What follows belongs to an exercise in optimizing a design on an open flow for small area, a short achievable clock period and few clock cycles; a production flow would make more cautious choices.
In this exercise RTL edits were held to simulation tests only and were not proved equivalent to the original.
Power figures rest on the tool's default switching activity, not on a simulated workload.

## flow/run.sh

```bash
#!/bin/bash
# synth_recipe.tcl (not shown) runs the flow's synth.tcl, then flattens the netlist and writes it again
# the make line also repeats each setting of config.mk as NAME=value (left out here)
make -C /OpenROAD-flow-scripts/flow DESIGN_CONFIG=/design/flow/config.mk WORK_HOME=/design/flow/orfs CLKGATE_MAP_FILE= SYNTH_SCRIPT=/design/flow/synth_recipe.tcl finish
```

## flow/constraint.sdc

```tcl
create_clock -name core_clock -period 7.0 [get_ports {clk_i}]
set_input_delay 1.4000 -clock core_clock [delete_from_list [all_inputs] [get_ports {clk_i}]]
set_output_delay 1.4000 -clock core_clock [all_outputs]
set_load 0.01 [all_outputs]
```

## flow/design.v

```verilog
`timescale 1ns/1ps
module tag_store_top (
  input  logic                   clk_i,
  input  logic                   rst_i,
  input  logic [(1 + 4 + $clog2(16) + 8 + 1)-1:0]   req_i,
  input  logic                   valid_i,
  output logic                   ready_o,
  input  logic [4-1:0]    lock_i,
  output logic [(4 + 2 + 8)-1:0]   res_o,
  output logic                   valid_o,
  input  logic                   ready_i
);
  localparam int QD = 4;    
  function automatic logic [3:0] victim_oh(input logic [3:0] elig,
                                           input logic [3:0] valid,
                                           input logic [1:0] ptr);
    logic [3:0] free, rot, r0, r1, r2, r3;
    free = elig & ~valid;
    r0 = elig[0] ? 4'b0001 : elig[1] ? 4'b0010 : elig[2] ? 4'b0100 : elig[3] ? 4'b1000 : 4'b0000;
    r1 = elig[1] ? 4'b0010 : elig[2] ? 4'b0100 : elig[3] ? 4'b1000 : elig[0] ? 4'b0001 : 4'b0000;
    r2 = elig[2] ? 4'b0100 : elig[3] ? 4'b1000 : elig[0] ? 4'b0001 : elig[1] ? 4'b0010 : 4'b0000;
    r3 = elig[3] ? 4'b1000 : elig[0] ? 4'b0001 : elig[1] ? 4'b0010 : elig[2] ? 4'b0100 : 4'b0000;
    case (ptr)
      2'd0:    rot = r0;
      2'd1:    rot = r1;
      2'd2:    rot = r2;
      default: rot = r3;
    endcase
    if (free[0])      victim_oh = 4'b0001;
    else if (free[1]) victim_oh = 4'b0010;
    else if (free[2]) victim_oh = 4'b0100;
    else if (free[3]) victim_oh = 4'b1000;
    else              victim_oh = rot;
  endfunction
  logic       rdy_q;
  logic [2:0] cnt_q;
  logic       accept;
  logic       pop;
  logic [2:0] cnt_next;
  assign accept   = valid_i & rdy_q;
  assign pop      = valid_o & ready_i;
  assign cnt_next = cnt_q + {2'b0, accept} - {2'b0, pop};
  always_ff @(posedge clk_i) begin
    if (rst_i) begin
      cnt_q <= '0;
      rdy_q <= 1'b1;
    end else begin
      cnt_q <= cnt_next;
      rdy_q <= cnt_next < 3'(QD);
    end
  end
  assign ready_o = rdy_q;
  logic        a_v;
  logic [17:0] a_req;
  logic [3:0]  a_lock;
  logic [15:0] a_sel;
  always_ff @(posedge clk_i) begin
    if (rst_i) a_v <= 1'b0;
    else       a_v <= accept;
    a_req  <= req_i;
    a_lock <= lock_i;
    for (int s = 0; s < 16; s++) a_sel[s] <= (req_i[12:9] == 4'(s));
  end
  logic [3:0] a_ind, a_idx, a_elig;
  logic [7:0] a_tag;
  assign a_ind  = a_req[16:13];
  assign a_idx  = a_req[12:9];
  assign a_tag  = a_req[8:1];
  assign a_elig = a_ind & ~a_lock;
  logic [3:0]  m_valid [16];
  logic [3:0]  m_dirty [16];
  logic [1:0]  m_ptr   [16];
  logic [7:0]  m_tag   [16][4];
  logic [3:0]  rd_valid, rd_dirty;
  logic [7:0]  rd_tag [4];
  logic [1:0]  rd_ptr;
  always_comb begin
    rd_valid = '0;
    rd_dirty = '0;
    rd_ptr   = '0;
    for (int w = 0; w < 4; w++) rd_tag[w] = '0;
    for (int s = 0; s < 16; s++) begin
      rd_valid = rd_valid | ({4{a_sel[s]}} & m_valid[s]);
      rd_dirty = rd_dirty | ({4{a_sel[s]}} & m_dirty[s]);
      rd_ptr   = rd_ptr   | ({2{a_sel[s]}} & m_ptr[s]);
      for (int w = 0; w < 4; w++) rd_tag[w] = rd_tag[w] | ({8{a_sel[s]}} & m_tag[s][w]);
    end
  end
  logic        b_v, b_flush, b_dirty, b_same, b_found;
  logic [3:0]  b_ind, b_idx, b_fsoh;
  logic [7:0]  b_tag;
  logic [3:0]  b_hit0, b_hitk, b_vic0, b_ahitx;
  logic        b_ahit0;
  logic [3:0]  hit0_n, hitk_n;
  logic [3:0]  b_vick [4];
  logic [3:0]  b_valid0, b_dirtyv;
  logic [1:0]  b_ptr;
  logic [7:0]  b_tags [4];
  logic        same_n, eq_prev;
  logic [3:0]  v0, fsoh;
  assign same_n  = b_v && (b_idx == a_idx);
  assign eq_prev = (b_tag == a_tag);
  assign v0      = rd_valid & ~((same_n && b_flush) ? b_ind : 4'b0);
  always_comb begin
    if (a_ind[0])      fsoh = 4'b0001;
    else if (a_ind[1]) fsoh = 4'b0010;
    else if (a_ind[2]) fsoh = 4'b0100;
    else if (a_ind[3]) fsoh = 4'b1000;
    else               fsoh = 4'b0001;
  end
  always_comb begin
    for (int w = 0; w < 4; w++) begin
      hit0_n[w] = a_ind[w] & v0[w] & (rd_tag[w] == a_tag);
      hitk_n[w] = a_ind[w] & eq_prev;
    end
  end
  always_ff @(posedge clk_i) begin
    if (rst_i) b_v <= 1'b0;
    else       b_v <= a_v;
    b_flush  <= a_req[17];
    b_ind    <= a_ind;
    b_idx    <= a_idx;
    b_tag    <= a_tag;
    b_dirty  <= a_req[0];
    b_same   <= same_n;
    b_found  <= |a_elig;
    b_fsoh   <= fsoh;
    b_hit0   <= hit0_n;
    b_hitk   <= hitk_n;
    b_ahit0  <= |hit0_n;
    for (int k = 0; k < 4; k++) begin
      b_ahitx[k] <= (|(hit0_n & ~(4'b0001 << k))) | hitk_n[k];
      b_tags[k]  <= rd_tag[k];
    end
    b_vic0   <= victim_oh(a_elig, v0, rd_ptr);
    for (int k = 0; k < 4; k++)
      b_vick[k] <= victim_oh(a_elig, rd_valid | (4'b0001 << k), 2'(k + 1));
    b_valid0 <= v0;
    b_dirtyv <= rd_dirty;
    b_ptr    <= rd_ptr;
  end
  logic [3:0]  w_valid, w_dirty, w_mod;
  logic        w_any;
  logic [1:0]  w_ptr;
  logic [7:0]  w_tag;
  logic [3:0]  ms, hit, vic_oh, c_valid, c_dirty;
  logic [1:0]  c_ptr, vic;
  logic [7:0]  c_tag [4];
  logic        any_hit, hit_dirty;
  always_comb begin
    for (int w = 0; w < 4; w++) begin
      ms[w]    = b_same & w_mod[w];
      hit[w]   = ms[w] ? b_hitk[w] : b_hit0[w];
      c_tag[w] = ms[w] ? w_tag : b_tags[w];
    end
    if (b_same && w_any) any_hit = |(w_mod & b_ahitx);
    else                 any_hit = b_ahit0;
    vic_oh  = b_vic0;
    if (|ms) begin
      vic_oh = '0;
      for (int k = 0; k < 4; k++) vic_oh = vic_oh | ({4{w_mod[k]}} & b_vick[k]);
    end
    c_valid = b_same ? w_valid : b_valid0;
    c_dirty = b_same ? w_dirty : b_dirtyv;
    c_ptr   = b_same ? w_ptr   : b_ptr;
    hit_dirty = (hit[0] & c_dirty[0]) |
                (~hit[0] & hit[1] & c_dirty[1]) |
                (~hit[0] & ~hit[1] & hit[2] & c_dirty[2]) |
                (~hit[0] & ~hit[1] & ~hit[2] & c_dirty[3]);
  end
  assign vic = {vic_oh[3] | vic_oh[2], vic_oh[3] | vic_oh[1]};
  logic        lookup, refill, dirty_upd;
  logic [3:0]  refill_oh, n_valid, n_dirty, sel_oh, ev_oh;
  logic [1:0]  n_ptr;
  logic [13:0] c_res;
  logic [7:0]  etag;
  assign lookup    = ~b_flush;
  assign refill    = lookup & ~any_hit & b_found;
  assign refill_oh = {4{refill}} & vic_oh;
  assign dirty_upd = lookup & any_hit & b_dirty & ~hit_dirty;
  always_comb begin
    if (b_flush)     n_valid = c_valid & ~b_ind;
    else             n_valid = c_valid | refill_oh;
    if (dirty_upd)   n_dirty = c_dirty | hit;
    else if (refill) n_dirty = (c_dirty & ~vic_oh) | (vic_oh & {4{b_dirty}});
    else             n_dirty = c_dirty;
    n_ptr = refill ? vic + 2'd1 : c_ptr;
  end
  assign sel_oh = b_flush ? b_fsoh : vic_oh;
  assign ev_oh  = sel_oh & c_valid;
  always_comb begin
    etag = '0;
    for (int w = 0; w < 4; w++) etag = etag | ({8{ev_oh[w]}} & c_tag[w]);
    c_res = '0;
    if (lookup && any_hit) begin
      c_res[13:10] = hit;
      c_res[9]     = 1'b1;
    end else if (b_flush || b_found) begin
      c_res[13:10] = b_flush ? b_ind : vic_oh;
      c_res[8]     = |(ev_oh & c_dirty);
      c_res[7:0]   = etag;
    end
  end
  always_ff @(posedge clk_i) begin
    w_valid <= n_valid;
    w_dirty <= n_dirty;
    w_ptr   <= n_ptr;
    w_mod   <= refill_oh;
    w_any   <= refill;
    w_tag   <= b_tag;
  end
  always_ff @(posedge clk_i) begin
    for (int s = 0; s < 16; s++) begin
      if (rst_i || (b_v && (b_idx == 4'(s)))) begin
        m_valid[s] <= n_valid & {4{~rst_i}};
        m_ptr[s]   <= n_ptr & {2{~rst_i}};
      end
      if (b_v && (b_idx == 4'(s))) begin
        m_dirty[s] <= n_dirty;
        for (int w = 0; w < 4; w++)
          if (refill_oh[w]) m_tag[s][w] <= b_tag;
      end
    end
  end
  logic [13:0] q [QD];
  logic [2:0]  qn_q;
  logic        vo_q;
  logic [2:0]  qn_next;
  assign qn_next = qn_q + {2'b0, b_v} - {2'b0, pop};
  always_ff @(posedge clk_i) begin
    if (rst_i) begin
      qn_q <= '0;
      vo_q <= 1'b0;
    end else begin
      qn_q <= qn_next;
      vo_q <= qn_next != 3'd0;
    end
    for (int i = 0; i < QD; i++) begin
      if (pop) begin
        if (b_v && (qn_q == 3'(i + 1))) q[i] <= c_res;
        else if (i < QD - 1)            q[i] <= q[(i + 1) % QD];
      end else if (b_v && (qn_q == 3'(i))) begin
        q[i] <= c_res;
      end
    end
  end
  assign valid_o = vo_q;
  assign res_o   = q[0];
endmodule
```

## flow/config.mk

```make
export PLATFORM = sky130hd
export DESIGN_NAME = tag_store_top
export DESIGN_NICKNAME = tag_store_top
export VERILOG_FILES = /design/flow/design.v
export SDC_FILE = /design/flow/constraint.sdc
export NUM_CORES = 4
export LEC_CHECK = 0
export ABC_CLOCK_PERIOD_IN_PS = 2500
export CAP_MARGIN = 20
export CORE_MARGIN = 2
export CORE_UTILIZATION = 40
export CTS_BUF_LIST = sky130_fd_sc_hd__clkbuf_16
export CTS_CLUSTER_DIAMETER = 80
export CTS_CLUSTER_SIZE = 30
export SETUP_SLACK_MARGIN = 4.55
export SLEW_MARGIN = 20
export TNS_END_PERCENT = 50
```

==> results.py, run 1 <==
metrics = {
    "status": {
        "outcome": "timing/DRC/antenna clean",
    },
    "grt": {
        "grt_pass1_vias": 19200,
        "track_usage_pct": 21.6,
        "grt_overflow": 0,
        "grt_pass1_wl_mm": 135,
        "antenna_found_initial": 0,
        "grt_start_max_net_pins": 67,
    },
    "synthesis": {
        "synth_cells": 2106,
        "yosysMostFrequentCell": "edfxtp_1",
        "synth_cell_types": 61,
        "ys_ff_latch": 898,
        "yosysTopAreaCell": "edfxtp_1",
        "async_flop_share_pct": 0,
        "yosysWarningCount": 10,
        "synth.avg_cell_area_um2": 15.6,
        "yosys-top-cells-area": "edfxtp_1 64%, dfxtp_1 12%, a221oi_1 4.5%, a22o_1 4.0%, nor2_1 1.5%",
        "synth_area_um2": 32900,
        "synth_commonest_cells": "700 x edfxtp_1, 198 x dfxtp_1, 170 x a221oi_1",
        "ys_seq_area_share_pct": 75.8,
        "synthesis.nets": 2138,
        "synth_ff_type": "edfxtp_1",
        "yosys.area.top_type_share_pct": 63.8,
        "synth-edff-count": 700,
    },
    "flow_run": {
        "max_cap_violations": 0,
    },
    "min_path": {
        "min-delay-path-class": "reg -> reg",
        "min_from": "a_req[0]",
    },
    "timing": {
        "max_freq_ghz": 0.384,
        "rsz0062_at_grt": "yes",
        "fin_ws_ns": 4.40,
        "finalSetupViolCount": 0,
        "finalHoldViolations": 0,
        "skew_ns": 0.0341,
        "drv_slew": 0,
        "relSlewSlack_pct": 27.3,
        "fin_tns_setup_ns": 0,
        "max_slew.worst_pin.slew_ns": 1.09,
        "timing.hold.ws_ns": 0.341,
        "period_minus_slack_ns": 2.60,
        "timing.final.crit_share_pct": 37.2,
    },
    "clock_network": {
        "ctsHoldBuffers": 0,
        "cts_tree": "built",
        "h-tree-depth": 2,
        "clock_latency_ns": 0.62,
        "clock_sinks": 898,
        "ctsRootBufferMaster": "clkbuf_16",
        "cts_buffers": 39,
        "cts.path.max_buffers": 3,
        "clk_pin_slew_ns": 0.12,
    },
    "die": {
        "die_w_um": 291,
        "start_util_pct": 40.2,
        "io-pin-count": 42,
        "die_area_um2": 84700,
        "rows": 105,
        "fp.dieH_um": 291,
        "core_um2": 81800,
    },
    "drt": {
        "drc": 0,
        "vias": 20300,
        "viasPerCell": 6.15,
        "detail-route-antenna-nets": 0,
        "drtIter0Drc": 2593,
        "drt-total-wl_mm": 99.1,
        "wl_per_cell_um": 30.1,
        "drt-pass1-iter-count": 6,
    },
    "critical_path": {
        "r2r_slack_ns": 4.46,
        "critPathRequiredTime_ns": 5.60,
        "crit_path_cell_trace": "buf_2",
        "crit_family": "flip-flops",
        "critPathMaxFanout": 1,
        "start_kind": "flip-flop",
        "cp_slowest_cell": "edfxtp_1",
        "crit_type": "reg -> out",
        "timing.rr.start": "w_mod[1]",
        "worst-path-buf-inv": 1,
        "cpPeakStageDelay_ns": 0.42,
        "crit_path_end_kind": "output pin",
        "cp-startpoint": "q[0][13]",
        "crit_arrival_ns": 1.20,
    },
    "power_and_ir_drop": {
        "ir_drop_v": 0.000173,
        "leakage_nw": 13.0,
        "cellPowerDensity_nw_per_um2": 269,
        "power_w": 0.0104,
    },
    "placement": {
        "port_buffers": 41,
        "placed_area_um2": 34600,
        "dp_hpwl_mm": 58.8,
        "gp_congestion": 0.878,
        "dp_slack_ns": 3.17,
    },
    "final_layout": {
        "fin_area_um2": 38600,
        "nets": 2228,
        "syn2layout_area_growth_pct": 17.1,
        "drive_gt1_share_pct": 20.8,
    },
}
-- path summary, 6_finish.rpt --
check / end / depth (start not counted)
setup / recovery: res_o[13] / 1
hold / removal: b_dirty / 0
setup reg to reg: m_tag[18][1] / 7
hold reg to reg: b_dirty / 0
-- per-stage QoR --
step / utilization [%] / instances
global route: 47.1 / 3292
finish: 47.1 / 3293
global placement: 42.2 / 3116
floorplan: - / 2106
CTS: 45.0 / 3224
detailed placement: 42.2 / 3116
-- timing repair --
item / CTS / global route
endpoints found under the setup margin: 891 / 557
pin swaps: 30 / 35
gates cloned: 2 / 15
gates resized for setup: 247 / 175
buffers inserted: 39 / 53
-- layout by cell type (no fill, tap or decap), types with 27 or more instances in the layout --
cell type,netlist,routed
nand2_1,95,90
a221oi_1,170,116
nor2_4,0,45
a22oi_1,43,43
a21oi_1,31,27
inv_1,46,49
nand4_1,50,50
mux2i_1,47,37
a221oi_2,0,48
nor2_1,128,58
edfxtp_1,700,700
a22o_1,152,151
dfxtp_1,198,165
buf_4,2,82
clkbuf_16,0,52
buf_12,0,29
nand2b_1,32,31
-- worst register-to-register path: stages, from the launching register on --
cell,delay (ns)
dfxtp_4,0.41
o41a_1,0.50
nand3_1,0.19
and2_1,0.29
nand2_4,0.10
buf_12,0.15
clkbuf_16,0.21
nor2_4,0.34
-- metal layers --
metal	GRT usage (%)	share of wire (%)	vias up
li1	-	-	8533
met1	30.0	40	10500
met2	35.9	48	1080
met3	3.00	8.1	167
met4	5.79	3.8	0
met5	0	0	-
-- kinds of logic (layout without fill, tap and decap cells) --
group | after synthesis | in the layout | synth area share (%)
flip-flops | 898 | 898 | 75.8
AO/OA/AOI/OAI | 523 | 526 | 13.0
AND/OR/NAND/NOR | 399 | 401 | 5.88
buffers and inverters | 180 | 291 | 2.17
multiplexers | 51 | 51 | 1.56
XOR/XNOR | 49 | 49 | 1.30
adder cells (fa/ha/maj) | 6 | 6 | 0.273
other | 0 | 1 | 0
-- registers in the layout (all words and copies together), names as in the netlist, 8 cells and up --
signal,cells
m_dirty,64
w_tag,8
b_tags,32
b_vick,16
m_valid,64
a_sel,16
q,56
b_tag,8
m_ptr,32
a_req,18
m_tag,512
-- cell type report --
type	instances	area [um^2]
flip-flops and latches	898	25100
well taps	1070	1340
clock buffers	42	1050
repair buffers	177	1990
diodes	1	2.50
repair inverters	1	8.76
multi-input cells	1033	8660
fillers	6897	43300
clock inverters	25	251
inverters	46	189
-- report_power, final --
part / total [W] / internal, W / switching, W / leakage [nW]
registers: 0.00629 / 0.00609 / 0.000207 / 8.12
clock network: 0.00291 / 0.00124 / 0.00167 / 0.668
logic: 0.00117 / 0.000468 / 0.000697 / 4.19
Testbench counts, summed over its fixed seeds: cycles 12,024.
==> run 2: changes to the inputs <==
--- a/flow/config.mk
+++ b/flow/config.mk
@@ -13,5 +13,5 @@
 export CTS_CLUSTER_DIAMETER = 80
 export CTS_CLUSTER_SIZE = 30
-export SETUP_SLACK_MARGIN = 4.55
+export GPL_ROUTABILITY_DRIVEN = 0
+export SETUP_SLACK_MARGIN = 4.5
 export SLEW_MARGIN = 20
-export TNS_END_PERCENT = 50
==> run 2 against run 1 <==
Effect of this change: still clean; wire length is essentially flat; utilization shrank 0.24 points; clock-buffer cell count is 1 lower; via count decreased by 1.2%; sequential share of layout area is 0.36 points higher; clock skew increased by 0.0057 ns; register-to-register slack got worse by 0.02 ns; worst setup slack got worse by 0.020 ns; synthesized cell count stayed put; sequential cell count is the same; first-iteration DRC count is 0.39% lower; clock power shrank 2%; critical path type unchanged; critical endpoint is now res_o[11]; highest routed layer is now met5.
==> results.py, run 2 <==
metrics = {
    "die": {
        "start_util_pct": 40.2,
        "rows": 105,
        "core_um2": 81800,
        "die_w_um": 291,
        "die_area_um2": 84700,
        "fp.dieH_um": 291,
        "io-pin-count": 42,
    },
    "final_layout": {
        "largest_register_ffs": 512,
        "layout_common_cells": "700 x edfxtp_1, 166 x dfxtp_1, 147 x a22o_1, 116 x a221oi_1, 88 x nand2_1",
        "syn2layout_area_growth_pct": 16.5,
        "nets": 2206,
        "fin_area_um2": 38400,
        "drive_gt1_share_pct": 20.4,
        "reg.largest.list": "m_tag: 512 flops, m_dirty: 64 flops, m_valid: 64 flops",
        "regMostFlops": "m_tag",
        "final_common_cell": "edfxtp_1",
    },
    "power_and_ir_drop": {
        "leakage_nw": 12.8,
        "p_sw_share_pct": 25.3,
        "ir_drop_v": 0.000148,
        "p_seq_share_pct": 61.3,
        "p_clk_share_pct": 27.7,
        "p_comb_share_pct": 11.0,
        "p_sw_w": 0.00260,
        "cellPowerDensity_nw_per_um2": 268,
        "internal_power_w": 0.00770,
    },
    "clock_network": {
        "ctsRootBufferMaster": "clkbuf_16",
        "clock_sinks": 898,
        "clock_latency_ns": 0.63,
        "cts.path.max_buffers": 3,
        "cts_buffers": 39,
        "cts_tree": "built",
        "h-tree-depth": 2,
        "ctsHoldBuffers": 0,
        "clk_pin_slew_ns": 0.11,
    },
    "status": {
        "outcome": "timing/DRC/antenna clean",
    },
    "grt": {
        "grt_pass1_wl_mm": 137,
        "grt_pass1_vias": 19200,
        "antenna_found_initial": 1,
        "track_usage_pct": 22.0,
        "grt_overflow": 0,
        "grt_start_max_net_pins": 67,
    },
    "critical_path": {
        "start_kind": "flip-flop",
        "critPathMaxFanout": 1,
        "crit_path_cell_trace": "buf_2",
        "r2r_slack_ns": 4.44,
        "r2r_end": "m_valid[15][2]",
        "crit_type": "reg -> out",
        "crit_path_end_kind": "output pin",
        "cp_slowest_cell": "edfxtp_1",
        "worst-path-buf-inv": 1,
        "timing.rr.start": "b_same",
        "cpPeakStageDelay_ns": 0.43,
        "reg2reg_depth": 9,
        "crit_arrival_ns": 1.22,
        "crit_family": "flip-flops",
        "critPathRequiredTime_ns": 5.60,
    },
    "timing": {
        "max_freq_ghz": 0.381,
        "period_minus_slack_ns": 2.62,
        "relSlewSlack_pct": 34.9,
        "timing.final.crit_share_pct": 37.5,
        "skew_ns": 0.0398,
        "rsz0062_at_grt": "yes",
        "fin_tns_setup_ns": 0,
        "drv_slew": 0,
        "max_slew.worst_pin.slew_ns": 0.976,
        "finalHoldViolations": 0,
        "finalSetupViolCount": 0,
    },
    "synthesis": {
        "ys_seq_area_share_pct": 75.8,
        "synth_area_um2": 32900,
        "yosysTopAreaCell": "edfxtp_1",
        "synth_commonest_cells": "700 x edfxtp_1, 198 x dfxtp_1, 170 x a221oi_1",
        "synth_cell_types": 61,
        "yosys-top-cells-area": "edfxtp_1 64%, dfxtp_1 12%, a221oi_1 4.5%, a22o_1 4.0%, nor2_1 1.5%",
        "ys_ff_latch": 898,
        "yosys.area.top_type_share_pct": 63.8,
        "synthesis.nets": 2138,
        "yosysWarningCount": 10,
        "async_flop_share_pct": 0,
        "synth.avg_cell_area_um2": 15.6,
        "synth_cells": 2106,
        "synth_ff_type": "edfxtp_1",
        "synth-edff-count": 700,
        "yosysMostFrequentCell": "edfxtp_1",
    },
    "drt": {
        "wl_per_cell_um": 30.3,
        "drt-total-wl_mm": 99.1,
        "detail-route-antenna-nets": 0,
        "drc": 0,
        "vias": 20000,
        "drt-pass1-iter-count": 6,
        "drtIter0Drc": 2583,
        "viasPerCell": 6.12,
    },
    "flow_run": {
        "max_cap_violations": 0,
    },
    "min_path": {
        "min-delay-path-class": "reg -> reg",
        "min_from": "a_req[17]",
        "whs_endpoint": "b_flush",
        "holdPathStages": 0,
    },
    "placement": {
        "port_buffers": 41,
        "placed_area_um2": 34500,
        "dp_hpwl_mm": 58.0,
    },
}
-- run 2: worst max path at each step --
stage	start	end	slack, ns	cells after the start
after floorplan	ready_i	vo_q	4.09	11
after global placement	ready_i	vo_q	3.18	11
after detailed placement	ready_i	vo_q	3.15	11
after CTS	w_mod[1]	m_valid[15][2]	4.28	7
after global routing	b_same	m_valid[1][2]	4.34	9
final	q[0][11]	res_o[11]	4.38	1
-- run 2: layer usage --
| metal | vias up | GRT usage (%) | share of wire [%] |
|---|---|---|---|
| met3 | 190 | 3.53 | 8.4 |
| met4 | 2 | 7.70 | 4.4 |
| met1 | 10300 | 29.7 | 40 |
| li1 | 8498 | - | - |
| met5 | - | 0 | 0.013 |
| met2 | 1018 | 36.2 | 47 |
-- run 2: cell type report --
class	count	area (um^2)
repair buffers	158	1730
flip-flops and latches	898	25100
multi-input cells	1030	8760
repair inverters	1	8.76
clock inverters	27	224
inverters	46	189
well taps	1070	1340
diodes	1	2.50
fillers	6840	43500
clock buffers	41	1030
-- run 2: power groups by stage --
stage / Sequential, W / Clock [W] / Combinational (W)
6_report: 0.00631 / 0.00285 / 0.00113
5_1_grt: 0.00635 / 0.00305 / 0.00123
4_1_cts: 0.00631 / 0.00288 / 0.00104
3_5_place_dp: 0.00643 / 0 / 0.000948
3_3_place_gp: 0.00642 / 0 / 0.000919
2_1_floorplan: 0.00633 / 0 / 0.000631
-- run 2: timing repair --
item                       in CTS  in global routing
setup endpoints to repair     861                550
pin swaps                      34                 27
cloned                          2                 11
setup buffers                  38                 37
resized for setup             266                182
-- run 2: logic make-up after synthesis --
family / synth area share [%]
buf+inv: 2.17
simple gates: 5.88
xor+xnor: 1.30
fa+ha+maj: 0.273
mux: 1.56
compound gates: 13.0
flops: 75.8
-- run 2: per-stage QoR --
step / total power (W) / std cells / util [%] / hold slack, ns / setup slack (ns)
5_1_grt: 0.0106 / 3271 / 46.9 / 0.344 / 4.34
4_1_cts: 0.0102 / 3223 / 45.1 / 0.342 / 4.28
6_report: 0.0103 / 3272 / 46.9 / 0.338 / 4.38
2_1_floorplan: 0.00696 / 2106 / - / 0.310 / 4.09
3_5_place_dp: 0.00738 / 3115 / 42.2 / 0.323 / 3.15
3_3_place_gp: 0.00734 / 3115 / 42.2 / 0.317 / 3.18
==> run 3: changes to the inputs <==
--- a/flow/design.v
+++ b/flow/design.v
@@ -88,5 +88,5 @@
   end
   logic        b_v, b_flush, b_dirty, b_same, b_found;
-  logic [3:0]  b_ind, b_idx, b_fsoh;
+  logic [3:0]  b_ind, b_idx;
   logic [7:0]  b_tag;
   logic [3:0]  b_hit0, b_hitk, b_vic0, b_ahitx;
@@ -98,15 +98,8 @@
   logic [7:0]  b_tags [4];
   logic        same_n, eq_prev;
-  logic [3:0]  v0, fsoh;
+  logic [3:0]  v0;
   assign same_n  = b_v && (b_idx == a_idx);
   assign eq_prev = (b_tag == a_tag);
   assign v0      = rd_valid & ~((same_n && b_flush) ? b_ind : 4'b0);
-  always_comb begin
-    if (a_ind[0])      fsoh = 4'b0001;
-    else if (a_ind[1]) fsoh = 4'b0010;
-    else if (a_ind[2]) fsoh = 4'b0100;
-    else if (a_ind[3]) fsoh = 4'b1000;
-    else               fsoh = 4'b0001;
-  end
   always_comb begin
     for (int w = 0; w < 4; w++) begin
@@ -125,5 +118,4 @@
     b_same   <= same_n;
     b_found  <= |a_elig;
-    b_fsoh   <= fsoh;
     b_hit0   <= hit0_n;
     b_hitk   <= hitk_n;
@@ -187,5 +179,7 @@
     n_ptr = refill ? vic + 2'd1 : c_ptr;
   end
-  assign sel_oh = b_flush ? b_fsoh : vic_oh;
+  logic [3:0]  fsoh;
+  assign fsoh   = {b_ind[3] & ~|b_ind[2:0], b_ind[2] & ~|b_ind[1:0], b_ind[1] & ~b_ind[0], ~|b_ind[3:1] | b_ind[0]};
+  assign sel_oh = b_flush ? fsoh : vic_oh;
   assign ev_oh  = sel_oh & c_valid;
   always_comb begin
@@ -237,5 +231,7 @@
     end
     for (int i = 0; i < QD; i++) begin
-      if (pop) begin
+      if (rst_i && (i == 0)) begin
+        q[i] <= '0;
+      end else if (pop) begin
         if (b_v && (qn_q == 3'(i + 1))) q[i] <= c_res;
         else if (i < QD - 1)            q[i] <= q[(i + 1) % QD];
--- a/flow/config.mk
+++ b/flow/config.mk
@@ -13,5 +13,4 @@
 export CTS_CLUSTER_DIAMETER = 80
 export CTS_CLUSTER_SIZE = 30
-export GPL_ROUTABILITY_DRIVEN = 0
 export SETUP_SLACK_MARGIN = 4.5
 export SLEW_MARGIN = 20
==> run 3 against run 2 <==
Effect of this change: maximum frequency up 3.5%; critical path type is now reg -> reg; utilization up 1.6 points; via count up 0.85%; sequential cell count down 4; die area about the same; still clean; highest routed layer unchanged.
==> results.py, run 3 <==
metrics = {
    "synthesis": {
        "synth.avg_cell_area_um2": 15.4,
        "synth_ff_type": "edfxtp_1",
        "synth_cell_types": 64,
        "synthesis.nets": 2173,
        "async_flop_share_pct": 0,
        "synth_commonest_cells": "686 x edfxtp_1, 208 x dfxtp_1, 159 x a22o_1",
        "yosysWarningCount": 10,
        "synth-edff-count": 686,
        "yosys.area.top_type_share_pct": 62.6,
        "synth_area_um2": 32900,
        "yosys-top-cells-area": "edfxtp_1 63%, dfxtp_1 13%, a22o_1 4.2%, a221oi_1 4.2%, mux2i_1 1.7%",
        "yosysTopAreaCell": "edfxtp_1",
        "ys_seq_area_share_pct": 75.2,
        "ys_ff_latch": 894,
        "synth_cells": 2141,
        "yosysMostFrequentCell": "edfxtp_1",
    },
    "clock_network": {
        "ctsRootBufferMaster": "clkbuf_16",
        "clock_latency_ns": 0.62,
        "clk_pin_slew_ns": 0.11,
        "h-tree-depth": 2,
        "cts.path.max_buffers": 3,
        "cts_buffers": 41,
        "cts_tree": "built",
        "clock_sinks": 894,
    },
    "drt": {
        "drt-pass1-iter-count": 5,
        "detail-route-antenna-nets": 0,
        "wl_per_cell_um": 28.1,
        "highest_layer": "met5",
        "vias": 20200,
        "drt-met1-wl_mm": 38.8,
        "drc": 0,
        "wl_met2_mm": 45.7,
        "viasPerCell": 5.98,
        "drt-total-wl_mm": 94.8,
        "drtIter0Drc": 2257,
        "dr_wl_met3_mm": 7.23,
    },
    "final_layout": {
        "reg.largest.list": "m_tag: 512 flops, m_dirty: 64 flops, m_valid: 64 flops",
        "largest_register_ffs": 512,
        "final_common_cell": "edfxtp_1",
        "nets": 2309,
        "syn2layout_area_growth_pct": 20.2,
        "diodes": 0,
        "regMostFlops": "m_tag",
        "drive_gt1_share_pct": 23.6,
        "finish.utilization_pct": 48.4,
        "layout_common_cells": "686 x edfxtp_1, 161 x dfxtp_1, 157 x a22o_1, 98 x a221oi_1, 95 x buf_4",
    },
    "power_and_ir_drop": {
        "p_clk_share_pct": 28.7,
        "leakage_nw": 13.4,
        "p_comb_share_pct": 12.3,
        "internal_power_w": 0.00788,
        "p_seq_share_pct": 59.0,
        "p_sw_w": 0.00265,
        "ir_drop_v": 0.000186,
        "p_sw_share_pct": 25.2,
        "cellPowerDensity_nw_per_um2": 266,
    },
    "timing": {
        "max_slew.worst_pin.slew_ns": 0.979,
        "period_minus_slack_ns": 2.53,
        "max_freq_ghz": 0.395,
        "relSlewSlack_pct": 32.9,
        "drv_slew": 0,
        "skew_ns": 0.0637,
        "timing.final.crit_share_pct": 36.2,
        "finalHoldViolations": 0,
        "fin_tns_setup_ns": 0,
        "rsz0062_at_grt": "yes",
        "finalSetupViolCount": 0,
    },
    "die": {
        "rows": 105,
        "core_um2": 81700,
        "start_util_pct": 40.3,
        "io-pin-count": 42,
        "die_area_um2": 84600,
        "fp.dieH_um": 291,
        "die_w_um": 291,
    },
    "critical_path": {
        "reg2reg_depth": 12,
        "start_kind": "flip-flop",
        "critPathRequiredTime_ns": 7.56,
        "critPathMaxFanout": 5,
        "crit_path_end_kind": "flip-flop",
        "crit_type": "reg -> reg",
        "crit_arrival_ns": 3.09,
    },
    "grt": {
        "track_usage_pct": 21.6,
        "grt_overflow": 0,
        "grt_start_max_net_pins": 67,
        "grt_pass1_vias": 19500,
        "antenna_found_initial": 1,
        "grt_pass1_wl_mm": 136,
    },
    "placement": {
        "gp_congestion": 0.826,
        "port_buffers": 41,
        "dp_hpwl_mm": 56.0,
    },
    "min_path": {
        "holdPathStages": 0,
        "min-delay-path-class": "reg -> reg",
    },
    "flow_run": {
        "max_cap_violations": 0,
    },
    "status": {
        "outcome": "timing/DRC/antenna clean",
    },
}
run 3: changes by cell type in the layout (fill, tap and decap cells not counted), sizes merged, moves of 10 or more:
| cell | delta |
|---|---|
| a21oi | +63 |
| buf | +62 |
| a31oi | -19 |
| edfxtp | -14 |
| a221oi | -12 |
| o21ai | -11 |
| a22oi | +10 |
| dfxtp | +10 |
run 3: metrics by stage:
step	setup slack (ns)	power [W]	instance area [um^2]	hold WS [ns]	instances
after floorplan	3.97	0.00696	33000	0.310	2141
after global placement	2.76	0.00731	34500	0.354	3152
after detailed placement	2.73	0.00734	34500	0.360	3152
after CTS	4.35	0.0104	38100	0.378	3311
after global routing	4.43	0.0109	39600	0.377	3375
final	4.47	0.0105	39600	0.374	3375
run 3: critical path, cell delays in order (launching register included):
cell,delay (ns)
dfxtp_4,0.37
buf_12,0.14
buf_12,0.14
buf_12,0.12
a22o_1,0.24
a221oi_2,0.21
nand4_1,0.14
buf_6,0.17
xor2_2,0.15
nor4_4,0.35
nand4_1,0.16
buf_6,0.17
nand4_1,0.09
run 3: layout make-up:
type,instances,area [um^2]
timing repair inverter,2,20.0
clock buffer,42,1050
tap,1070,1340
clock inverter,29,365
fill,6777,42100
sequential,894,24900
multi-input combinational,1074,9120
timing repair buffer,216,2600
inverter,48,213
run 3: metal layers:
| metal | global-route usage, % | vias up |
|---|---|---|
| met4 | 7.06 | 2 |
| met2 | 35.6 | 892 |
| li1 | - | 8742 |
| met3 | 3.38 | 131 |
| met1 | 29.4 | 10400 |
| met5 | 0 | - |
run 3: kinds of logic (layout without fill, tap and decap cells):
logic type               after synthesis  in the layout  share of synthesized area (%)
AO/OA/AOI/OAI                        563            563                           13.5
AND/OR/NAND/NOR                      392            397                           5.75
buffers and inverters                178            337                           2.08
adder cells (fa/ha/maj)                6              6                          0.274
flip-flops                           894            894                           75.2
XOR/XNOR                              49             49                           1.30
multiplexers                          59             59                           1.84
run 3: power by group through the flow:
stage,Sequential [W],Clock [W],Combinational (W)
floorplan,0.00629,0,0.000667
global placement,0.00632,0,0.000990
detailed placement,0.00633,0,0.00101
CTS,0.00621,0.00306,0.00118
global route,0.00624,0.00323,0.00141
finish,0.00621,0.00302,0.00130
run 3: repair_timing:
action / in CTS / in global routing
pin swaps: 49 / 69
setup endpoints to repair: 815 / 677
hold buffers: 0 / 0
resized for setup: 384 / 122
buffers inserted: 80 / 59
cloned: 8 / 5
run 3: path summary, 6_finish.rpt:
kind / from / end / slack, ns
worst min register to register: a_req[12] / b_idx[3] / 0.37
worst min-delay path: a_req[12] / b_idx[3] / 0.37
worst max register to register: a_sel[6] / b_ahitx[3] / 4.47
worst max-delay path: a_sel[6] / b_ahitx[3] / 4.47
Testbench counts of run 3, summed over its fixed seeds: cycles 12,024.
==> run 4: changes to the inputs <==
--- a/flow/config.mk
+++ b/flow/config.mk
@@ -15,2 +15,3 @@
 export SETUP_SLACK_MARGIN = 4.5
 export SLEW_MARGIN = 20
+export TNS_END_PERCENT = 30
==> run 4 against run 3 <==
Effect of this change: worst setup slack worse by 0.069 ns; clock power shrank 6%; sequential cell count did not move; critical endpoint is now m_valid[10][1]; largest power group unchanged.
==> results.py, run 4 <==
metrics = {
    "final_layout": {
        "regMostFlops": "m_tag",
        "layout_common_cells": "686 x edfxtp_1, 162 x dfxtp_1, 156 x a22o_1, 106 x a221oi_1, 91 x a21oi_1",
        "final_common_cell": "edfxtp_1",
        "syn2layout_area_growth_pct": 16.7,
        "drive_gt1_share_pct": 21.2,
        "nets": 2258,
        "reg.largest.list": "m_tag: 512 flops, m_dirty: 64 flops, m_valid: 64 flops",
        "fin_area_um2": 38400,
        "finish.utilization_pct": 47.0,
        "largest_register_ffs": 512,
    },
    "clock_network": {
        "clock_sinks": 894,
        "clk_pin_slew_ns": 0.10,
        "cts_buffers": 40,
        "ctsHoldBuffers": 0,
        "cts_tree": "built",
        "clock_latency_ns": 0.64,
        "h-tree-depth": 2,
        "cts.path.max_buffers": 3,
        "ctsRootBufferMaster": "clkbuf_16",
    },
    "drt": {
        "drtIter0Drc": 2090,
        "drt-total-wl_mm": 94.1,
        "drc": 0,
        "drt-pass1-iter-count": 5,
        "viasPerCell": 5.99,
        "wl_per_cell_um": 28.3,
        "vias": 19900,
        "detail-route-antenna-nets": 0,
    },
    "synthesis": {
        "yosys.area_share.adder_pct": 0.274,
        "ys_seq_area_share_pct": 75.2,
        "synth.mux.area_fraction_pct": 1.84,
        "synth_ff_type": "edfxtp_1",
        "synth_cells": 2141,
        "yosysTopAreaCell": "edfxtp_1",
        "async_flop_share_pct": 0,
        "synth-simple-area-share_pct": 5.75,
        "synth_top_family_by_area": "compound AO/OA/AOI/OAI gates",
        "synthesis.nets": 2173,
        "yosysWarningCount": 10,
        "ys_ff_latch": 894,
        "yosys.area.top_type_share_pct": 62.6,
        "yosys-top-cells-area": "edfxtp_1 63%, dfxtp_1 13%, a22o_1 4.2%, a221oi_1 4.2%, mux2i_1 1.7%",
        "synth-xor-area-share_pct": 1.30,
        "synth.avg_cell_area_um2": 15.4,
        "synth_area_um2": 32900,
        "synth-edff-count": 686,
        "synth_commonest_cells": "686 x edfxtp_1, 208 x dfxtp_1, 159 x a22o_1",
        "synth_compound_area_share_pct": 13.5,
        "synth_cell_types": 64,
        "yosysMostFrequentCell": "edfxtp_1",
    },
    "timing": {
        "fin_tns_setup_ns": 0,
        "finalSetupViolCount": 0,
        "rsz0062_at_grt": "yes",
        "drv_slew": 0,
        "timing.hold.ws_ns": 0.336,
        "relSlewSlack_pct": 34.2,
        "max_slew.worst_pin.slew_ns": 0.985,
        "finalHoldViolations": 0,
        "skew_ns": 0.0603,
        "timing.final.crit_share_pct": 37.2,
        "max_freq_ghz": 0.384,
        "period_minus_slack_ns": 2.60,
    },
    "power_and_ir_drop": {
        "p_clk_share_pct": 27.6,
        "cellPowerDensity_nw_per_um2": 269,
        "power_w": 0.0103,
        "p_sw_w": 0.00260,
        "p_sw_share_pct": 25.2,
        "leakage_nw": 12.9,
        "internal_power_w": 0.00772,
        "p_seq_share_pct": 60.2,
        "ir_drop_v": 0.000170,
        "p_comb_share_pct": 12.1,
    },
    "critical_path": {
        "critPathMaxFanout": 8,
        "critPathRequiredTime_ns": 7.26,
        "start_kind": "flip-flop",
        "crit_path_end_kind": "flip-flop",
        "timing.rr.start": "b_idx[1]",
        "reg2reg_depth": 3,
        "crit_path_end": "m_valid[10][1]",
        "r2r_end": "m_valid[10][1]",
        "r2r_slack_ns": 4.40,
        "crit_arrival_ns": 2.86,
        "cp-startpoint": "b_idx[1]",
        "crit_type": "reg -> reg",
    },
    "grt": {
        "track_usage_pct": 21.1,
        "grt_start_max_net_pins": 67,
        "grt_pass1_vias": 19100,
        "grt_overflow": 0,
        "grt_pass1_wl_mm": 133,
        "antenna_found_initial": 1,
    },
    "die": {
        "core_um2": 81700,
        "rows": 105,
        "die_w_um": 291,
        "start_util_pct": 40.3,
        "io-pin-count": 42,
        "fp.dieH_um": 291,
        "die_area_um2": 84600,
    },
    "placement": {
        "gp_congestion": 0.843,
        "port_buffers": 41,
        "dp_hpwl_mm": 56.7,
        "placed_area_um2": 34500,
    },
    "status": {
        "outcome": "timing/DRC/antenna clean",
    },
    "flow_run": {
        "max_cap_violations": 0,
    },
    "min_path": {
        "min-delay-path-class": "reg -> reg",
    },
}
[run 4: logic make-up (layout without fill, tap and decap cells)]
kind of cell	after synthesis	after routing
compound gates	563	564
xor+xnor	49	49
fa+ha+maj	6	6
buf+inv	178	287
flops	894	894
mux	59	59
other cells	0	1
simple gates	392	396
[run 4: power by group through the flow]
stage	Sequential [W]	Combinational [W]	Clock [W]
after detailed placement	0.00633	0.00102	0
after CTS	0.00621	0.00111	0.00288
after floorplan	0.00629	0.000665	0
after global placement	0.00632	0.000994	0
after global routing	0.00625	0.00135	0.00305
final	0.00621	0.00125	0.00285
[run 4: area by class of cell]
type | instances | area, um^2
fill | 6873 | 43300
sequential | 894 | 24900
multi-input combinational | 1074 | 8900
timing repair buffer | 166 | 1790
tap | 1070 | 1340
clock buffer | 42 | 1050
clock inverter | 29 | 248
inverter | 48 | 200
timing repair inverter | 2 | 17.5
antenna | 1 | 2.50
[run 4: worst min path at each step]
stage / from / to / slack, ns / cells after the start
2_1_floorplan: a_req[0] / b_dirty / 0.31 / 0
3_3_place_gp: a_req[17] / b_flush / 0.31 / 0
3_5_place_dp: a_req[17] / b_flush / 0.31 / 0
4_1_cts: a_req[17] / b_flush / 0.34 / 0
5_1_grt: a_req[17] / b_flush / 0.34 / 0
6_report: a_req[17] / b_flush / 0.34 / 0
[run 4: repair_timing]
item	in CTS	in global routing
resized for setup	236	227
pin swaps	30	44
endpoints found under the setup margin	851	713
gates cloned	3	7
buffers inserted	34	56
[run 4: stage by stage]
stage,cells,setup slack (ns)
after floorplan,2141,3.96
after global placement,3154,2.79
after detailed placement,3154,2.72
after CTS,3262,4.28
after global routing,3325,4.36
final,3326,4.40
[run 4: worst max-delay path, stage by stage (launching register included)]
cell	delay (ns)
dfxtp_1	0.58
nor2b_1	0.35
nand2_1	0.65
nand2b_1	0.66
[run 4: layer usage]
| layer | GRT usage, % | up-vias | share of wire, % |
|---|---|---|---|
| met4 | 7.62 | 2 | 3.7 |
| met2 | 34.6 | 925 | 48 |
| met1 | 28.2 | 10200 | 40 |
| met3 | 3.66 | 159 | 8.0 |
| met5 | 0 | - | 0.0096 |
| li1 | - | 8658 | - |
==> run 5: changes to the inputs <==
--- a/flow/config.mk
+++ b/flow/config.mk
@@ -9,5 +9,5 @@
 export CAP_MARGIN = 20
 export CORE_MARGIN = 2
-export CORE_UTILIZATION = 40
+export CORE_UTILIZATION = 50
 export CTS_BUF_LIST = sky130_fd_sc_hd__clkbuf_16
 export CTS_CLUSTER_DIAMETER = 80
@@ -15,3 +15,2 @@
 export SETUP_SLACK_MARGIN = 4.5
 export SLEW_MARGIN = 20
-export TNS_END_PERCENT = 30
==> run 5 against run 4 <==
Effect of this change: still clean on timing, DRC and antenna; critical path depth increased by 6; non-clock buffer count up 24; synthesized area stayed put; clock power about the same; utilization increased by 12 points.
==> results.py, run 5 <==
metrics = {
    "timing": {
        "fin_tns_setup_ns": 0,
        "finalHoldViolations": 0,
        "finalSetupViolCount": 0,
        "period_minus_slack_ns": 2.58,
        "max_slew.worst_pin.slew_ns": 1.02,
        "rsz0062_at_grt": "yes",
        "relSlewSlack_pct": 32.0,
        "timing.final.crit_share_pct": 36.8,
        "max_freq_ghz": 0.388,
        "skew_ns": 0.0370,
        "drv_slew": 0,
    },
    "power_and_ir_drop": {
        "cellPowerDensity_nw_per_um2": 268,
        "ir_drop_v": 0.000167,
        "leakage_nw": 13.2,
    },
    "clock_network": {
        "cts_buffers": 39,
        "ctsHoldBuffers": 0,
        "cts_tree": "built",
        "h-tree-depth": 2,
        "clock_latency_ns": 0.63,
        "clock_sinks": 894,
        "ctsRootBufferMaster": "clkbuf_16",
        "clk_pin_slew_ns": 0.11,
        "cts.path.max_buffers": 3,
    },
    "grt": {
        "antenna_found_initial": 0,
        "grt_pass1_vias": 19400,
        "grt_pass1_wl_mm": 136,
        "track_usage_pct": 27.7,
        "grt_overflow": 0,
        "grt_start_max_net_pins": 67,
    },
    "synthesis": {
        "synth_cell_types": 64,
        "synth_commonest_cells": "686 x edfxtp_1, 208 x dfxtp_1, 159 x a22o_1",
        "yosysTopAreaCell": "edfxtp_1",
        "yosysWarningCount": 10,
        "synth_ff_type": "edfxtp_1",
        "synth.avg_cell_area_um2": 15.4,
        "yosysMostFrequentCell": "edfxtp_1",
        "synth_area_um2": 32900,
        "async_flop_share_pct": 0,
        "yosys.area.top_type_share_pct": 62.6,
        "yosys-top-cells-area": "edfxtp_1 63%, dfxtp_1 13%, a22o_1 4.2%, a221oi_1 4.2%, mux2i_1 1.7%",
        "synth-edff-count": 686,
        "ys_seq_area_share_pct": 75.2,
        "synthesis.nets": 2173,
        "synth_cells": 2141,
        "ys_ff_latch": 894,
    },
    "critical_path": {
        "crit_arrival_ns": 2.97,
        "start_kind": "flip-flop",
        "timing.rr.start": "b_same",
        "r2r_slack_ns": 4.42,
        "crit_path_end": "q[3][0]",
        "crit_path_end_kind": "flip-flop",
        "cp-startpoint": "b_same",
        "cpPeakStageDelay_ns": 0.40,
        "cp_slowest_cell": "dfxtp_4",
        "r2r_end": "q[3][0]",
        "crit_type": "reg -> reg",
        "reg2reg_depth": 9,
        "critPathMaxFanout": 9,
        "crit_path_cell_trace": "buf_4, mux2_2, and3_1, a311oi_4, buf_12, o22a_1, o211ai_4, buf_6, a22o_1",
        "critPathRequiredTime_ns": 7.39,
    },
    "placement": {
        "placed_area_um2": 34200,
        "dp_hpwl_mm": 56.1,
        "port_buffers": 41,
        "gp_congestion": 0.846,
    },
    "drt": {
        "vias": 20500,
        "drt-pass1-iter-count": 8,
        "detail-route-antenna-nets": 0,
        "drc": 0,
        "drtIter0Drc": 2697,
        "viasPerCell": 6.54,
        "wl_per_cell_um": 31.7,
        "drt-total-wl_mm": 99.5,
    },
    "final_layout": {
        "final_common_cell": "edfxtp_1",
        "layout_common_cells": "686 x edfxtp_1, 162 x dfxtp_1, 158 x a22o_1, 89 x a221oi_1, 87 x buf_4",
        "regMostFlops": "m_tag",
        "drive_gt1_share_pct": 23.9,
        "diodes": 0,
        "syn2layout_area_growth_pct": 18.0,
        "fin_area_um2": 38900,
        "largest_register_ffs": 512,
        "reg.largest.list": "m_tag: 512 flops, m_dirty: 64 flops, m_valid: 64 flops",
        "nets": 2283,
        "finish.utilization_pct": 59.3,
    },
    "die": {
        "die_area_um2": 67900,
        "core_um2": 65500,
        "fp.dieH_um": 261,
        "rows": 94,
        "die_w_um": 261,
        "start_util_pct": 50.2,
        "io-pin-count": 42,
    },
    "min_path": {
        "min-delay-path-class": "reg -> reg",
        "holdPathStages": 0,
    },
    "flow_run": {
        "max_cap_violations": 0,
    },
    "status": {
        "outcome": "timing/DRC/antenna clean",
    },
}
[run 5: cell counts after synthesis]
Identical to the previous run, type by type.
[run 5: timing repair]
item                       CTS  global route
gates resized for setup    343           184
hold endpoints to repair     0             0
cloned                       6            12
setup endpoints to repair  795           689
buffers inserted            65            45
pin swaps                   49            66
[run 5: worst min path at each step]
stage | startpoint | endpoint | slack, ns
floorplan | a_req[0] | b_dirty | 0.31
global route | a_req[17] | b_flush | 0.35
CTS | a_req[17] | b_flush | 0.34
global placement | a_req[17] | b_flush | 0.32
finish | a_req[17] | b_flush | 0.34
detailed placement | a_req[17] | b_flush | 0.32
[run 5: cell families after synthesis]
group	synth area share (%)
flip-flops	75.2
AO/OA/AOI/OAI	13.5
AND/OR/NAND/NOR	5.75
buffers and inverters	2.08
multiplexers	1.84
XOR/XNOR	1.30
adder cells (fa/ha/maj)	0.274
[run 5: through the flow]
step	hold slack (ns)	total power [W]	cells	setup WS (ns)
CTS	0.342	0.0103	3081	4.39
global placement	0.317	0.00732	2945	2.81
finish	0.336	0.0104	3138	4.42
global route	0.347	0.0107	3138	4.33
floorplan	0.310	0.00696	2141	3.97
detailed placement	0.318	0.00736	2946	2.75
[run 5: routing by layer]
metal  routed length, um  vias to the layer above  part of all wire (%)  global-route usage [%]
met1               39500                    10500                    40                    37.9
met5                 119                        -                  0.12                       0
met3                8420                      174                   8.5                    4.28
met2               48100                     1114                    48                    46.5
met4                3330                        2                   3.3                    7.11
li1                    -                     8700                     -                       -
[run 5: final cells by class]
type / count / area, um^2
clock buffers: 40 / 1000
clock inverters: 24 / 253
fillers: 4823 / 26700
inverters: 48 / 200
multi-input cells: 1076 / 9240
flip-flops and latches: 894 / 24900
well taps: 864 / 1080
repair buffers: 190 / 2200
repair inverters: 2 / 17.5
[run 5: power by group]
group          total [W]  switching (W)  internal [W]  leakage, nW
clock            0.00286        0.00169       0.00117        0.636
sequential       0.00623       0.000182       0.00604         8.07
combinational    0.00134       0.000786      0.000553         4.46
total             0.0104        0.00266       0.00777         13.2
[run 5: critical path, delay by kind of cell (launching register included)]
| kind | cells | cell delay [ns] |
|---|---|---|
| AOI/OAI and AO/OA | 4 | 0.89 |
| buffers and inverters | 3 | 0.45 |
| muxes | 1 | 0.39 |
| and+or+nand+nor | 1 | 0.22 |
| DFF | 1 | 0.40 |
==> run 6: changes to the inputs <==
--- a/flow/config.mk
+++ b/flow/config.mk
@@ -9,8 +9,9 @@
 export CAP_MARGIN = 20
 export CORE_MARGIN = 2
-export CORE_UTILIZATION = 50
+export CORE_UTILIZATION = 40
 export CTS_BUF_LIST = sky130_fd_sc_hd__clkbuf_16
 export CTS_CLUSTER_DIAMETER = 80
-export CTS_CLUSTER_SIZE = 30
+export CTS_CLUSTER_SIZE = 25
 export SETUP_SLACK_MARGIN = 4.5
 export SLEW_MARGIN = 20
+export TNS_END_PERCENT = 30
==> run 6 against run 5 <==
Effect of this change: synthesized area unchanged; global-route usage decreased by 6.5 points; first-iteration DRC count decreased by 16%; hold slack got worse by 0.0044 ns; sequential cell count unchanged; largest cell class unchanged; largest power group unchanged.
==> results.py, run 6 <==
metrics = {
    "min_path": {
        "holdPathStages": 0,
        "min-delay-path-class": "reg -> reg",
        "whs_endpoint": "b_flush",
        "min_from": "a_req[17]",
    },
    "drt": {
        "vias": 20200,
        "drc": 0,
        "detail-route-antenna-nets": 0,
        "viasPerCell": 6.03,
        "drtIter0Drc": 2269,
        "drt-total-wl_mm": 96.1,
        "drt-pass1-iter-count": 5,
        "wl_per_cell_um": 28.8,
    },
    "clock_network": {
        "clock_latency_ns": 0.63,
        "h-tree-depth": 2,
        "clock_sinks": 894,
        "ctsRootBufferMaster": "clkbuf_16",
        "cts_tree": "built",
        "cts_buffers": 45,
        "cts.path.max_buffers": 3,
        "clk_pin_slew_ns": 0.10,
        "ctsHoldBuffers": 0,
    },
    "die": {
        "die_area_um2": 84600,
        "io-pin-count": 42,
        "start_util_pct": 40.3,
        "die_w_um": 291,
        "fp.dieH_um": 291,
        "core_um2": 81700,
        "rows": 105,
    },
    "synthesis": {
        "synth_commonest_cells": "686 x edfxtp_1, 208 x dfxtp_1, 159 x a22o_1",
        "synth-edff-count": 686,
        "synth_cells": 2141,
        "yosysWarningCount": 10,
        "ys_seq_area_share_pct": 75.2,
        "synth_area_um2": 32900,
        "synthesis.nets": 2173,
        "yosys.area.top_type_share_pct": 62.6,
        "synth_ff_type": "edfxtp_1",
        "async_flop_share_pct": 0,
        "yosys-top-cells-area": "edfxtp_1 63%, dfxtp_1 13%, a22o_1 4.2%, a221oi_1 4.2%, mux2i_1 1.7%",
        "synth.avg_cell_area_um2": 15.4,
        "yosysMostFrequentCell": "edfxtp_1",
        "synth_cell_types": 64,
        "ys_ff_latch": 894,
        "yosysTopAreaCell": "edfxtp_1",
    },
    "critical_path": {
        "r2r_end": "b_ahitx[2]",
        "critPathMaxFanout": 8,
        "reg2reg_depth": 8,
        "crit_path_end_kind": "flip-flop",
        "timing.rr.start": "a_sel[0]",
        "crit_type": "reg -> reg",
        "cp-startpoint": "a_sel[0]",
        "critPathRequiredTime_ns": 7.56,
        "crit_arrival_ns": 3.16,
        "r2r_slack_ns": 4.40,
        "start_kind": "flip-flop",
    },
    "placement": {
        "placed_area_um2": 34500,
        "dp_hpwl_mm": 56.7,
        "dp_slack_ns": 2.72,
        "gp_congestion": 0.843,
        "port_buffers": 41,
    },
    "grt": {
        "grt_overflow": 0,
        "grt_pass1_wl_mm": 133,
        "track_usage_pct": 21.2,
        "grt_start_max_net_pins": 67,
        "grt_pass1_vias": 19100,
        "antenna_found_initial": 0,
    },
    "final_layout": {
        "drive_gt1_share_pct": 21.7,
        "nets": 2276,
        "largest_register_ffs": 512,
        "syn2layout_area_growth_pct": 17.6,
        "diodes": 0,
        "layout_common_cells": "686 x edfxtp_1, 162 x dfxtp_1, 157 x a22o_1, 100 x a221oi_1, 91 x buf_4",
        "regMostFlops": "m_tag",
        "fin_area_um2": 38700,
        "final_common_cell": "edfxtp_1",
        "reg.largest.list": "m_tag: 512 flops, m_dirty: 64 flops, m_valid: 64 flops",
    },
    "power_and_ir_drop": {
        "cellPowerDensity_nw_per_um2": 270,
        "ir_drop_v": 0.000170,
        "internal_power_w": 0.00785,
        "p_seq_share_pct": 59.5,
        "p_sw_w": 0.00261,
        "leakage_nw": 13.1,
        "p_sw_share_pct": 24.9,
        "p_comb_share_pct": 12.2,
        "power_w": 0.0105,
        "p_clk_share_pct": 28.3,
    },
    "timing": {
        "rsz0062_at_grt": "yes",
        "drv_slew": 0,
        "relSlewSlack_pct": 38.6,
        "timing.final.crit_share_pct": 37.1,
        "period_minus_slack_ns": 2.60,
        "timing.hold.ws_ns": 0.332,
        "max_slew.worst_pin.slew_ns": 0.896,
        "skew_ns": 0.0388,
        "finalSetupViolCount": 0,
        "fin_ws_ns": 4.40,
        "finalHoldViolations": 0,
        "max_freq_ghz": 0.385,
        "fin_tns_setup_ns": 0,
    },
    "flow_run": {
        "max_cap_violations": 0,
    },
    "status": {
        "outcome": "timing/DRC/antenna clean",
    },
}
[run 6: cell count changes in the layout (fill, tap and decap cells not counted), sizes merged, moves of 3 or more]
cell / change
buf: -13
clkbuf: +8
inv: +5
nand2b: -3
[run 6: area by class of cell]
cell class | count | area (um^2)
clock inverter | 28 | 215
tap | 1070 | 1340
clock buffer | 47 | 1180
fill | 6878 | 43000
timing repair buffer | 180 | 2000
sequential | 894 | 24900
inverter | 48 | 200
multi-input combinational | 1073 | 8880
timing repair inverter | 2 | 17.5
[run 6: how the worst max path moves through the flow]
| stage | to | slack, ns | depth (start not counted) |
|---|---|---|---|
| after floorplan | vo_q | 3.96 | 12 |
| after global placement | rdy_q | 2.79 | 10 |
| after detailed placement | vo_q | 2.72 | 11 |
| after CTS | res_o[13] | 4.28 | 1 |
| after global routing | m_tag[13][2] | 4.35 | 9 |
| final | b_ahitx[2] | 4.40 | 8 |
[run 6: cells by family after synthesis]
| logic type | Yosys count | synth area share (%) |
|---|---|---|
| DFF | 894 | 75.2 |
| xor gates and xnor gates | 49 | 1.30 |
| buffers and inverters | 178 | 2.08 |
| adders and majority gates | 6 | 0.274 |
| muxes | 59 | 1.84 |
| AOI/OAI and AO/OA | 563 | 13.5 |
| and+or+nand+nor | 392 | 5.75 |
[run 6: power by group through the flow]
| stage | logic, W | registers [W] | clock network [W] |
|---|---|---|---|
| 2_1_floorplan | 0.000665 | 0.00629 | 0 |
| 3_3_place_gp | 0.000994 | 0.00632 | 0 |
| 3_5_place_dp | 0.00102 | 0.00633 | 0 |
| 4_1_cts | 0.00112 | 0.00621 | 0.00300 |
| 5_1_grt | 0.00137 | 0.00625 | 0.00318 |
| 6_report | 0.00127 | 0.00622 | 0.00296 |
[run 6: stage by stage]
step	cells	util, %
after floorplan	2141	-
after global placement	3154	42.2
after detailed placement	3154	42.2
after CTS	3266	45.4
after global routing	3342	47.3
final	3342	47.3
[run 6: worst max-delay path, cell delays in order, from the launching register on]
cell      delay [ns]
dfxtp_4         0.43
buf_12          0.18
a22o_1          0.22
a221oi_2        0.29
nand4_1         0.27
xor2_1          0.22
nor4_2          0.40
nand4_1         0.30
nand4_1         0.21
[run 6: repair_timing]
action | 4_1_cts | 5_1_grt
gates cloned | 3 | 10
buffers inserted | 34 | 66
setup endpoints to repair | 854 | 657
pin swaps | 31 | 36
gates resized for setup | 240 | 224
[run 6: layer usage]
layer  vias up  track usage (%)  share of wire (%)
met2      1019             35.2                 48
met3       152             3.36                8.5
li1       8682                -                  -
met5         -                0                  0
met1     10300             28.5                 40
met4         0             6.81                3.7
==> run 7: changes to the inputs <==
--- a/flow/config.mk
+++ b/flow/config.mk
@@ -6,5 +6,5 @@
 export NUM_CORES = 4
 export LEC_CHECK = 0
-export ABC_CLOCK_PERIOD_IN_PS = 2500
+export ABC_CLOCK_PERIOD_IN_PS = 2400
 export CAP_MARGIN = 20
 export CORE_MARGIN = 2
@@ -12,6 +12,5 @@
 export CTS_BUF_LIST = sky130_fd_sc_hd__clkbuf_16
 export CTS_CLUSTER_DIAMETER = 80
-export CTS_CLUSTER_SIZE = 25
-export SETUP_SLACK_MARGIN = 4.5
+export CTS_CLUSTER_SIZE = 30
+export SETUP_SLACK_MARGIN = 4.6
 export SLEW_MARGIN = 20
-export TNS_END_PERCENT = 30
==> run 7 against run 6 <==
Effect of this change: cell area rose by 2.3%; total power fell by 0.58%; sequential cell count did not move; critical path depth rose by 4; worst setup slack improved by 0.090 ns; critical endpoint is now m_dirty[0][1]; still clean; sequential power barely moved; maximum frequency rose by 3.6%.
==> results.py, run 7 <==
metrics = {
    "critical_path": {
        "crit_path_end": "m_dirty[0][1]",
        "crit_arrival_ns": 2.88,
        "cp-startpoint": "b_same",
        "critPathRequiredTime_ns": 7.37,
        "timing.rr.start": "b_same",
        "reg2reg_depth": 12,
        "start_kind": "flip-flop",
        "critPathMaxFanout": 17,
        "r2r_slack_ns": 4.49,
        "crit_type": "reg -> reg",
        "crit_path_end_kind": "flip-flop",
        "r2r_end": "m_dirty[0][1]",
    },
    "timing": {
        "period_minus_slack_ns": 2.51,
        "timing.final.crit_share_pct": 35.8,
        "relSlewSlack_pct": 43.5,
        "max_freq_ghz": 0.399,
        "fin_tns_setup_ns": 0,
        "drv_slew": 0,
        "finalHoldViolations": 0,
        "finalSetupViolCount": 0,
        "skew_ns": 0.0584,
        "max_slew.worst_pin.slew_ns": 0.846,
        "rsz0062_at_grt": "yes",
    },
    "drt": {
        "drtIter0Drc": 2303,
        "viasPerCell": 6.01,
        "vias": 20300,
        "wl_per_cell_um": 28.8,
        "drt-total-wl_mm": 97.5,
        "detail-route-antenna-nets": 0,
        "drt-pass1-iter-count": 5,
        "drc": 0,
    },
    "clock_network": {
        "ctsRootBufferMaster": "clkbuf_16",
        "clk_pin_slew_ns": 0.11,
        "h-tree-depth": 2,
        "ctsHoldBuffers": 0,
        "cts_buffers": 40,
        "clock_latency_ns": 0.62,
        "cts.path.max_buffers": 3,
        "clock_sinks": 894,
        "cts_tree": "built",
    },
    "synthesis": {
        "yosysMostFrequentCell": "edfxtp_1",
        "synth_cells": 2141,
        "synthesis.nets": 2173,
        "ys_ff_latch": 894,
        "yosysTopAreaCell": "edfxtp_1",
        "yosysWarningCount": 10,
        "async_flop_share_pct": 0,
        "synth_top_family_by_area": "compound AO/OA/AOI/OAI gates",
        "synth_ff_type": "edfxtp_1",
        "synth_commonest_cells": "686 x edfxtp_1, 208 x dfxtp_1, 159 x a22o_1",
        "synth_area_um2": 32900,
        "yosys.area_share.adder_pct": 0.274,
        "synth-simple-area-share_pct": 5.75,
        "synth_cell_types": 64,
        "synth-edff-count": 686,
        "synth.mux.area_fraction_pct": 1.84,
        "synth-xor-area-share_pct": 1.30,
        "synth_compound_area_share_pct": 13.5,
        "ys_seq_area_share_pct": 75.2,
        "synth.avg_cell_area_um2": 15.4,
        "yosys.area.top_type_share_pct": 62.6,
        "yosys-top-cells-area": "edfxtp_1 63%, dfxtp_1 13%, a22o_1 4.2%, a221oi_1 4.2%, mux2i_1 1.7%",
    },
    "die": {
        "start_util_pct": 40.3,
        "rows": 105,
        "io-pin-count": 42,
        "die_w_um": 291,
        "core_um2": 81700,
        "die_area_um2": 84600,
        "fp.dieH_um": 291,
    },
    "placement": {
        "place_inst": 3157,
        "gp_congestion": 0.836,
        "dp_hpwl_mm": 55.0,
        "port_buffers": 41,
    },
    "final_layout": {
        "instances_no_fill": 3380,
        "final_common_cell": "edfxtp_1",
        "multi_input_area_um2": 9160,
        "largest_register_ffs": 512,
        "diodes": 0,
        "regMostFlops": "m_tag",
        "reg.largest.list": "m_tag: 512 flops, m_dirty: 64 flops, m_valid: 64 flops",
        "nets": 2316,
        "layout_common_cells": "686 x edfxtp_1, 161 x dfxtp_1, 159 x a22o_1, 104 x buf_4, 94 x a221oi_1",
        "drive_gt1_share_pct": 24.8,
        "syn2layout_area_growth_pct": 20.2,
        "regArea_um2": 24900,
        "filler_cell_count": 6784,
    },
    "power_and_ir_drop": {
        "ir_drop_v": 0.000195,
        "cellPowerDensity_nw_per_um2": 263,
        "leakage_nw": 13.4,
    },
    "grt": {
        "grt_pass1_vias": 19600,
        "antenna_found_initial": 2,
        "grt_start_max_net_pins": 67,
        "track_usage_pct": 22.1,
        "grt_overflow": 0,
        "grt_pass1_wl_mm": 138,
    },
    "flow_run": {
        "max_cap_violations": 0,
    },
    "min_path": {
        "min-delay-path-class": "reg -> reg",
    },
    "status": {
        "outcome": "timing/DRC/antenna clean",
    },
}
==> run 7: what timing repair did <==
item                                    in CTS  in global routing
endpoints found under the setup margin     842                625
gates resized for setup                    410                 93
buffers inserted                            77                 60
pin swaps                                   64                 68
cloned                                      13                  5
==> run 7: stage by stage <==
step	worst slack (ns)	power, W	hold WS [ns]	utilization, %	instance area, um^2
2_1_floorplan	3.97	0.00697	0.310	-	33100
3_3_place_gp	2.77	0.00732	0.357	42.4	34600
3_5_place_dp	2.68	0.00736	0.356	42.4	34600
4_1_cts	4.48	0.0103	0.371	47.0	38400
5_1_grt	4.43	0.0107	0.376	48.4	39600
6_report	4.49	0.0104	0.369	48.4	39600
==> run 7: final cells by class <==
cell class / count / share of cell area (%)
clock buffer: 41 / 2.59
sequential: 894 / 62.8
timing repair inverter: 2 / 0.0443
inverter: 48 / 0.512
multi-input combinational: 1073 / 23.1
timing repair buffer: 225 / 6.92
tap: 1070 / 3.38
clock inverter: 27 / 0.582
==> run 7: kinds of logic (layout without fill, tap and decap cells) <==
family,count (synthesis),in the layout
xor+xnor,49,49
buf+inv,178,343
flops,894,894
compound gates,563,563
fa+ha+maj,6,6
mux,59,59
simple gates,392,396
==> run 7: worst min path at each step <==
stage / start / endpoint / cells past startpoint / slack, ns
2_1_floorplan: a_req[0] / b_dirty / 0 / 0.31
3_3_place_gp: a_req[12] / b_idx[3] / 0 / 0.36
3_5_place_dp: a_req[10] / b_idx[1] / 0 / 0.36
4_1_cts: a_req[10] / b_idx[1] / 0 / 0.37
5_1_grt: a_req[12] / b_idx[3] / 0 / 0.38
6_report: a_req[12] / b_idx[3] / 0 / 0.37
==> run 7: power by group <==
| part | total (W) | switching, W | internal [W] |
|---|---|---|---|
| clock network | 0.00282 | 0.00169 | 0.00113 |
| registers | 0.00622 | 0.000176 | 0.00605 |
| logic | 0.00135 | 0.000772 | 0.000582 |
==> run 7: critical path: stages (launching register included) <==
cell,delay [ns]
dfxtp_4,0.38
buf_12,0.13
a21oi_2,0.06
a41oi_2,0.23
nor2_2,0.08
nand2_2,0.13
clkinvlp_4,0.29
nand2b_4,0.27
buf_12,0.17
inv_1,0.11
nand2_2,0.10
o221ai_4,0.10
buf_12,0.18
==> run 7: layer usage <==
metal  track usage [%]  share of wire, %  vias to the layer above
li1                  -                 -                     8776
met1              29.9                39                    10400
met2              37.2                49                      941
met3              2.94               7.8                      157
met4              6.66               3.8                        2
met5                 0             0.013                        -

[afterwards: timing with drivers on the ports]
The flow's constraints put no driver on any port. The routed layouts listed below were extracted and timed again, unchanged, in two steps.
Step 1: set_driving_cell puts a clkbuf_16 on clk_i and a buf_2 on each other input, an assumption about the parent block.
Step 2, shift: input delay + t, output delay - t, t = (earliest + latest rising clock arrival at the registers) / 2. This alone moves slack from input paths to output paths.
Slacks: no drivers / after step 1 / after step 2; pairs: no drivers / after step 1.
run	t, ns	setup WS [ns]	hold WS [ns]	worst register clock-pin slew, ns
run 1	0.671	4.398 / 4.332 / 3.883	0.341 / 0.341 / 0.341	0.12 / 0.12
run 2	0.679	4.378 / 4.309 / 3.924	0.338 / 0.338 / 0.338	0.12 / 0.12
run 3	0.661	4.467 / 4.452 / 3.937	0.374 / 0.374 / 0.374	0.12 / 0.12
run 4	0.675	4.398 / 4.355 / 3.851	0.336 / 0.336 / 0.336	0.12 / 0.12
run 5	0.672	4.421 / 4.421 / 3.926	0.336 / 0.336 / 0.336	0.12 / 0.12
run 6	0.673	4.401 / 4.348 / 3.862	0.332 / 0.332 / 0.332	0.10 / 0.10
run 7	0.663	4.491 / 4.441 / 3.942	0.369 / 0.369 / 0.369	0.12 / 0.12
After both steps every run listed still meets setup and hold. For run 7, which loses most, drivers alone change the setup slack by -0.050 ns; drivers and shift together by -0.549 ns.
